Context: an optimization exercise on an open-source flow, tuned for small area. The choices shown serve that exercise and are no tape-out recipe. Where RTL was checked, it was by simulation tests only, not by an equivalence proof against the original. No activity file was given, so power comes from the tool's default toggle rates.

== the previous run ==
## tag_mem_arb
module tag_mem_arb
#(
    parameter int DATA_W     = 16,
    parameter int ADDR_W     = 6,
    parameter int NUM_CH     = 2,
    parameter int LOCK_DEPTH = tag_mem_pkg::DEF_LOCK_DEPTH,
    parameter logic [DATA_W-1:0] INIT_VAL = DATA_W'(tag_mem_pkg::DEF_INIT_VAL),
    localparam int DEPTH     = 2 ** ADDR_W,
    localparam int IDX_W     = tag_mem_pkg::clog2(NUM_CH)
) (
    input  logic                     clk,
    input  logic                     rst,
    input  logic [NUM_CH-1:0]        req_valid,
    output logic [NUM_CH-1:0]        req_ready,
    input  logic [NUM_CH-1:0]        req_we,
    input  logic [NUM_CH*ADDR_W-1:0] req_addr,
    input  logic [NUM_CH*DATA_W-1:0] req_wdata,
    output logic                     rsp_valid,
    output logic [IDX_W-1:0]         rsp_ch,
    output logic [DATA_W-1:0]        rsp_data,
    output logic                     rsp_err,
    input  logic                     i_lock,
    output logic                     o_locked
);
Size in the first run: roughly 4000 cells after synthesis, ~73 I/O pins, roughly 37000 um^2 of cells after synthesis.
Settings: LEC_CHECK=0, CAP_MARGIN=5, CORE_MARGIN=2, CORE_UTILIZATION=40, CTS_BUF_LIST=sky130_fd_sc_hd__clkbuf_16, CTS_CLUSTER_DIAMETER=70, CTS_CLUSTER_SIZE=34, SETUP_SLACK_MARGIN=0.15, SLEW_MARGIN=5, SYNTH_HIERARCHICAL=1; clock period 6.0 ns.
standard.sh (not shown) runs the stock make flow with config.mk's settings and CLKGATE_MAP_FILE= SYNTH_SCRIPT=/design/flow/synth_recipe.tcl, a recipe that flattens the netlist after the stock synthesis.
==> flow/flow/run.sh <==
#!/bin/bash
set -euo pipefail
export BUFFER_PORTS_ARGS="-buffer_cell sky130_fd_sc_hd__buf_1"
export CTS_ARGS="-sink_clustering_enable -repair_clock_nets -buf_list sky130_fd_sc_hd__clkbuf_16 -sink_clustering_size 34 -sink_clustering_max_diameter 70 -dont_use_dummy_load"
bash standard.sh finish > flow.log 2>&1
Modified inputs, the current run compared to the previous run
Settings: CTS_CLUSTER_SIZE: 34 -> 32; CTS_CLUSTER_DIAMETER: 70 -> 60.
==> flow/flow/run.sh <==
#!/bin/bash
set -euo pipefail
export BUFFER_PORTS_ARGS="-buffer_cell sky130_fd_sc_hd__buf_1"
export CTS_ARGS="-sink_clustering_enable -repair_clock_nets -buf_list sky130_fd_sc_hd__clkbuf_16 -sink_clustering_size 32 -sink_clustering_max_diameter 60 -dont_use_dummy_load"
bash standard.sh finish > flow.log 2>&1
Notes after the runs:
The current run: PASS, flow complete, no timing, DRC or antenna violations. The previous run completed; timing, DRC and antenna clean. Of the current run and the previous run, the higher delay of the slowest critical-path stage belongs to the current run. Diff the previous run -> the current run: via count essentially unchanged; via count of the first global-routing pass increased 275; clock skew decreased 37 ps. The previous run -> the current run: number of cells in the design after placement delta 0, exact match. Against the previous run, the current run reports a final area that is higher. The current run vs the previous run, slowest cell on the critical path: sky130_fd_sc_hd__nor4_1 vs sky130_fd_sc_hd__a222oi_1. The current run against the previous run: smallest setup slack after layout moved down; timing-limited maximum frequency -0.76%; total design power saw an increase.

========
Another version of the RTL of tag_mem_arb (not shown whole).
Size: ~4100 cells after synthesis, ~1100 flip-flops, about 73 I/O pins, ~0.038 mm² of cells after synthesis.
Settings: LEC_CHECK=0, CAP_MARGIN=20, CORE_MARGIN=2, CORE_UTILIZATION=40, CTS_BUF_LIST=sky130_fd_sc_hd__clkbuf_4, SETUP_SLACK_MARGIN=0.2, SLEW_MARGIN=20, SYNTH_HIERARCHICAL=1; clock period 6.0 ns.
run.sh (not shown) runs the stock make flow with config.mk's settings and CLKGATE_MAP_FILE= SYNTH_SCRIPT=/design/flow/synth_recipe.tcl, a recipe that flattens the netlist after the stock synthesis.
Stock flow here: none of the scripts above is used.
Rerun with:
- CTS_BUF_LIST: sky130_fd_sc_hd__clkbuf_4 -> sky130_fd_sc_hd__clkbuf_2
Setup slack degrades by 0.039 ns.
Design area fell by 1.6%.
Fmax fell by 0.66%.
Rerun with:
- CTS_BUF_LIST: sky130_fd_sc_hd__clkbuf_2 -> sky130_fd_sc_hd__clkbuf_8
- CTS_CLUSTER_DIAMETER: unset -> 50
- CTS_CLUSTER_SIZE: unset -> 16
Synthesized cell count stays the same.
Global-route usage fell by 0.70 points.
Hold slack improves by 0.16 ns.
Rerun with:
- CTS_BUF_LIST: sky130_fd_sc_hd__clkbuf_8 -> sky130_fd_sc_hd__clkbuf_4
- CTS_CLUSTER_DIAMETER: 50 -> 45
- CTS_CLUSTER_SIZE: 16 -> 9
Routed wire length climbs by 0.52%.
Worst hold slack loses 0.17 ns.
Clock power fell by 22%.
Die area does not change.
Clock-buffer cell count is higher by 52.
Total power fell by 7.4%.
Design area went down by 1.7%.
Via count rises by 0.97%.
Non-clock buffer count increases by 6.
No functional check of the RTL was part of any run of this note.

========
Another version of the RTL of tag_mem_arb (not shown whole).
For scale: ~1100 flip-flops, roughly 73 I/O pins, ~0.038 mm² of cells after synthesis.
export LEC_CHECK = 0
export CAP_MARGIN = 20
export CORE_MARGIN = 2
export CORE_UTILIZATION = 55
export CTS_BUF_LIST = sky130_fd_sc_hd__clkbuf_16
export CTS_CLUSTER_DIAMETER = 70
export CTS_CLUSTER_SIZE = 28
export PLACE_DENSITY = 0.7
export SETUP_SLACK_MARGIN = 0.2
export SLEW_MARGIN = 20
export SYNTH_HIERARCHICAL = 1
create_clock -name core_clock -period 6.0 [get_ports {clk}]
standard.sh (not shown) runs the stock make flow with config.mk's settings and CLKGATE_MAP_FILE= SYNTH_SCRIPT=/design/flow/synth_recipe.tcl, a recipe that flattens the netlist after the stock synthesis.
==> flow/flow/run.sh <==
#!/bin/bash
set -euo pipefail
export BUFFER_PORTS_ARGS="-buffer_cell sky130_fd_sc_hd__buf_2"
export CTS_ARGS="-sink_clustering_enable -repair_clock_nets -buf_list sky130_fd_sc_hd__clkbuf_16 -sink_clustering_size 28 -sink_clustering_max_diameter 70 -dont_use_dummy_load"
bash standard.sh finish > flow.log 2>&1
The baseline produced a clean layout.
Then changed:
Settings changed: CORE_UTILIZATION 55 to 40, PLACE_DENSITY 0.7 to default.
Outcome:
- The new run ran to the end with no violations
- flip-flop and latch count does not change
- wire length grows by 2.8%
- design area went up by 0.96%
- fmax decreases by 3.3%
- utilization goes down by 16 points
- first-iteration DRC count went down by 13%
- via count fell by 1.0%
- sequential share of layout area decreases by 0.51 points
- synthesized area does not change
- register-to-register slack improved by 0.12 ns
- global-route usage fell by 8.5 points
Then changed:
--- a/flow/flow/run.sh
+++ b/flow/flow/run.sh
@@ -3 +3 @@
-export BUFFER_PORTS_ARGS="-buffer_cell sky130_fd_sc_hd__buf_2"
+export BUFFER_PORTS_ARGS="-buffer_cell sky130_fd_sc_hd__buf_1"
Hold slack is worse by 0.016 ns.
Setup slack is better by 0.30 ns.
Non-clock buffer count decreases by 7.
Count of clock-buffer cells in the layout increases by 1.
Wire length increases by 2.6%.
Final cell count hardly moves.
Total power increases by about 0.45%.
Sequential share of layout area barely changes.
Then changed:
==> flow/flow/run.sh (replaced) <==
#!/bin/bash
set -euo pipefail
export BUFFER_PORTS_ARGS="-buffer_cell sky130_fd_sc_hd__buf_2"
export CTS_ARGS="-sink_clustering_enable -repair_clock_nets -buf_list sky130_fd_sc_hd__clkbuf_8 -sink_clustering_size 16 -sink_clustering_max_diameter 50 -dont_use_dummy_load"
export RECOVER_POWER=100
bash standard.sh finish > flow.log 2>&1
Settings changed: CTS_BUF_LIST sky130_fd_sc_hd__clkbuf_16 to sky130_fd_sc_hd__clkbuf_8, CTS_CLUSTER_DIAMETER 70 to 50, CTS_CLUSTER_SIZE 28 to 16.
After rerunning: With this change the flow completed, yet does not pass: capacitance limit, slew limit. Via count goes up slightly. Final cell count came out higher slightly. Worst setup slack gets worse by 0.40 ns. Clock skew decreases by 0.013 ns. Worst hold slack gets worse by 0.077 ns. Routed wire length came out lower slightly.
Then changed:
==> flow/run.sh (new file) <==
#!/bin/bash
# synth_recipe.tcl (not shown) runs the flow's synth.tcl, then flattens the netlist and writes it again
# the make line also repeats each setting of config.mk as NAME=value (left out here)
make -C /OpenROAD-flow-scripts/flow DESIGN_CONFIG=/design/flow/config.mk WORK_HOME=/design/flow/orfs CLKGATE_MAP_FILE= SYNTH_SCRIPT=/design/flow/synth_recipe.tcl finish
Settings changed: CTS_BUF_LIST sky130_fd_sc_hd__clkbuf_8 to sky130_fd_sc_hd__clkbuf_4, CTS_CLUSTER_DIAMETER 50 to 45, CTS_CLUSTER_SIZE 16 to 9.
removed: flow/flow/run.sh
removed: flow/standard.sh
What happened: With this change the flow produced a clean layout; power grows slightly; register-to-register slack improved by 1.5 ns; design area increases slightly; via count is higher slightly; critical path depth is unchanged; combinational power increases by a few percent; worst hold slack stays flat; wire length increases by a few percent.

==> static timing again, ports no longer ideal <==
No port has a modelled driver above. Below, the same layouts with a new extraction and two added sets of constraints.
Step 1 (the two cells are an assumption about what drives the block):
set clk [get_ports {clk}]
set_driving_cell -lib_cell sky130_fd_sc_hd__clkbuf_16 $clk
set_driving_cell -lib_cell sky130_fd_sc_hd__buf_2 [delete_from_list [all_inputs] $clk]
Step 2, shift: input delay + t, output delay - t, t = (earliest + latest rising clock arrival at the registers) / 2. This alone moves slack from input paths to output paths.
Three values: no drivers, after step 1, after step 2; two values: the first two.
run	shift t [ns]	setup WS [ns]	clock arrival spread, ns
the previous run	0.697	0.176 / 0.102 / 0.798	0.137 / 0.137
the current run	0.696	0.131 / 0.063 / 0.759	0.125 / 0.125
the first run of note 2	1.187	0.147 / 0.083 / 0.779	0.132 / 0.131
the second run of note 2	1.526	0.108 / 0.049 / 0.754	0.217 / 0.216
the third run of note 2	0.855	0.217 / 0.156 / 0.858	0.101 / 0.100
the fourth run of note 2	1.127	0.164 / 0.099 / 0.795	0.082 / 0.082
the first run of note 3	0.693	0.330 / 0.262 / 0.954	0.055 / 0.055
the second run of note 3	0.693	0.136 / 0.074 / 0.767	0.104 / 0.104
the third run of note 3	0.690	0.436 / 0.369 / 1.059	0.133 / 0.132
the fourth run of note 3	0.804	0.039 / -0.026 / -0.178	0.119 / 0.120
the fifth run of note 3	1.130	0.233 / 0.170 / 0.965	0.115 / 0.115
The setup slack of the fourth run of note 3, which loses most, moves by -0.065 ns with the drivers and by -0.217 ns with both steps.
